Background: an optimization exercise with open tools, aiming at small area. Do not read the settings as production practice. Only simulation tests tie the RTL to the original design; equivalence was not proved. Power and IR drop assume default switching activity.

== raven ==
// etapa_id_segmentada
module etapa_id_segmentada #(
    parameter int ANCHO_DATO      = 32,
    parameter int NUM_REGS        = 32,
    parameter bit HABILITA_BYPASS = 1'b1
) (
    input  logic                  clk,
    input  logic                  rst,
    input  logic [31:0]           instruccion_if,
    input  logic [31:0]           pc_plus4_if,
    input  logic                  valido_if,
    input  logic                  wb_escribir,
    input  logic [4:0]            wb_rd,
    input  logic [ANCHO_DATO-1:0] wb_dato,
    input  logic                  ex_mem_leer_in,
    input  logic [4:0]            ex_rt_in,
    input  logic                  flush,
    output logic                  stall_if,
    output logic                  salto_id,
    output logic [31:0]           dir_salto,
    output logic                  ex_valido,
    output logic                  ex_reg_escribir,
    output logic                  ex_mem_leer,
    output logic                  ex_mem_escribir,
    output logic                  ex_mem_a_reg,
    output logic                  ex_alu_fuente,
    output logic                  ex_branch,
    output logic [1:0]            ex_alu_op,
    output logic [ANCHO_DATO-1:0] ex_dr1,
    output logic [ANCHO_DATO-1:0] ex_dr2,
    output logic [ANCHO_DATO-1:0] ex_ext,
    output logic [4:0]            ex_rs,
    output logic [4:0]            ex_rt,
    output logic [4:0]            ex_rd_dest,
    output logic [5:0]            ex_funct,
    output logic [31:0]           ex_pc_plus4,
    output logic                  ex_ilegal
);
Size: roughly 3500 cells after synthesis, roughly 1100 flip-flops, roughly 310 I/O pins, ~42000 µm² of cells after synthesis.
==> flow/config.mk <==
export PLATFORM = sky130hd
export DESIGN_NAME = etapa_id_segmentada
export DESIGN_NICKNAME = etapa_id_segmentada
export VERILOG_FILES = /design/flow/design.v
export SDC_FILE = /design/flow/constraint.sdc
export NUM_CORES = 4
export LEC_CHECK = 0
export CAP_MARGIN = 20
export CORE_MARGIN = 2
export CORE_UTILIZATION = 45
export PLACE_DENSITY = 0.6
export SLEW_MARGIN = 20
export SYNTH_HIERARCHICAL = 1
export BUFFER_PORTS_ARGS = -buffer_cell sky130_fd_sc_hd__buf_1
export CTS_ARGS = -sink_clustering_enable -repair_clock_nets -dont_use_dummy_load -sink_clustering_size 24 -sink_clustering_max_diameter 80
==> flow/constraint.sdc <==
create_clock -name core_clock -period 6.0 [get_ports {clk}]
set_input_delay 1.2000 -clock core_clock [delete_from_list [all_inputs] [get_ports {clk}]]
set_output_delay 1.2000 -clock core_clock [all_outputs]
set_load 0.01 [all_outputs]
standard.sh (not shown) runs the stock make flow with config.mk's settings and CLKGATE_MAP_FILE= SYNTH_SCRIPT=/design/flow/synth_recipe.tcl, a recipe that flattens the netlist after the stock synthesis.
==> flow/flow/run.sh <==
#!/bin/bash
set -e
cp standard.sh standard_sh.copy.txt
cat >> "$FLOW_CONFIG" <<'EOC'
export BUFFER_PORTS_ARGS = -buffer_cell sky130_fd_sc_hd__buf_1
export CTS_ARGS = -sink_clustering_enable -repair_clock_nets -dont_use_dummy_load -sink_clustering_size 24 -sink_clustering_max_diameter 80
EOC
bash standard.sh > standard.log 2>&1
Changes in nickel relative to raven:
diff --git a/flow/design.v b/flow/design.v
--- a/flow/design.v
+++ b/flow/design.v
@@ -130,28 +130,30 @@
             OP_LW:   clase = C_LW;
             OP_SW:   clase = C_SW;
             OP_BEQ:  clase = C_BEQ;
             OP_ADDI: clase = C_ADDI;
             OP_J:    clase = C_J;
             default: clase = C_ILL;
         endcase
     end
     logic [2:0]  clase_q;
     logic [15:0] imm_q;
     logic [31:0] pc_q;
+    logic [57:0] campos, campos_d;
+    assign campos = {instruccion_if[15:0], rs_f, rt_f, pc_plus4_if};
+    for (genvar b = 0; b < 58; b++) begin : g_burbuja
+        id_and2 u_b (.a(acepta), .b(campos[b]), .y(campos_d[b]));
+    end
     always_ff @(posedge clk) begin
         clase_q <= acepta ? clase : C_BUB;
-        imm_q   <= acepta ? instruccion_if[15:0] : 16'd0;
-        rs_q    <= acepta ? rs_f : 5'd0;
-        rt_q    <= acepta ? rt_f : 5'd0;
-        pc_q    <= acepta ? pc_plus4_if : 32'd0;
+        {imm_q, rs_q, rt_q, pc_q} <= campos_d;
     end
     always_comb begin
         ex_valido       = 1'b1;
         ex_reg_escribir = 1'b0;
         ex_mem_leer     = 1'b0;
         ex_mem_escribir = 1'b0;
         ex_mem_a_reg    = 1'b0;
         ex_alu_fuente   = 1'b0;
         ex_branch       = 1'b0;
         ex_alu_op       = 2'b00;
         ex_ilegal       = 1'b0;
@@ -204,11 +206,18 @@
 );
     assign o = (a & d) | (b & q);
 endmodule
 module id_aoi222 (
     input  logic a0, d0,
     input  logic a1, d1,
     input  logic a2, d2,
     output logic y
 );
     assign y = ~((a0 & d0) | (a1 & d1) | (a2 & d2));
 endmodule
+module id_and2 (
+    input  logic a,
+    input  logic b,
+    output logic y
+);
+    assign y = a & b;
+endmodule
Findings:
- From raven to nickel the numbers moved as follows: post-layout total power fell 98 µW, number of clock buffer instances in the layout lower.
- The internal portion of total power reported for nickel is smaller than that of raven by 0.59%.
- For raven, the slowest cell on the critical path was and3_1, unlike nickel, where it was and4_1.
- Taking raven as the reference, in nickel routed wire length climbed 1.0%; final routed wire length divided by cell count went up.

==> separate check: timing with driven ports <==
In the flow no input, the clock included, has a driving cell. The finished layouts below were timed again as built, in two steps.
Step 1 (the two cells are an assumption about what drives the block):
set clk [get_ports {clk}]
set_driving_cell -lib_cell sky130_fd_sc_hd__clkbuf_16 $clk
set_driving_cell -lib_cell sky130_fd_sc_hd__buf_2 [delete_from_list [all_inputs] $clk]
Step 2 also shifts input and output timing later by t, the mid clock arrival at the registers, as if the neighbouring blocks saw the same clock.
Three values: ideal ports, drivers, drivers and shift; two values: the first two.
run	t, ns	setup WS [ns]	cell pins on the clock port's net
raven	0.736	0.773 / 0.702 / 1.437	1
nickel	0.745	0.762 / 0.687 / 1.432	1
After both steps every run listed still meets setup and hold.
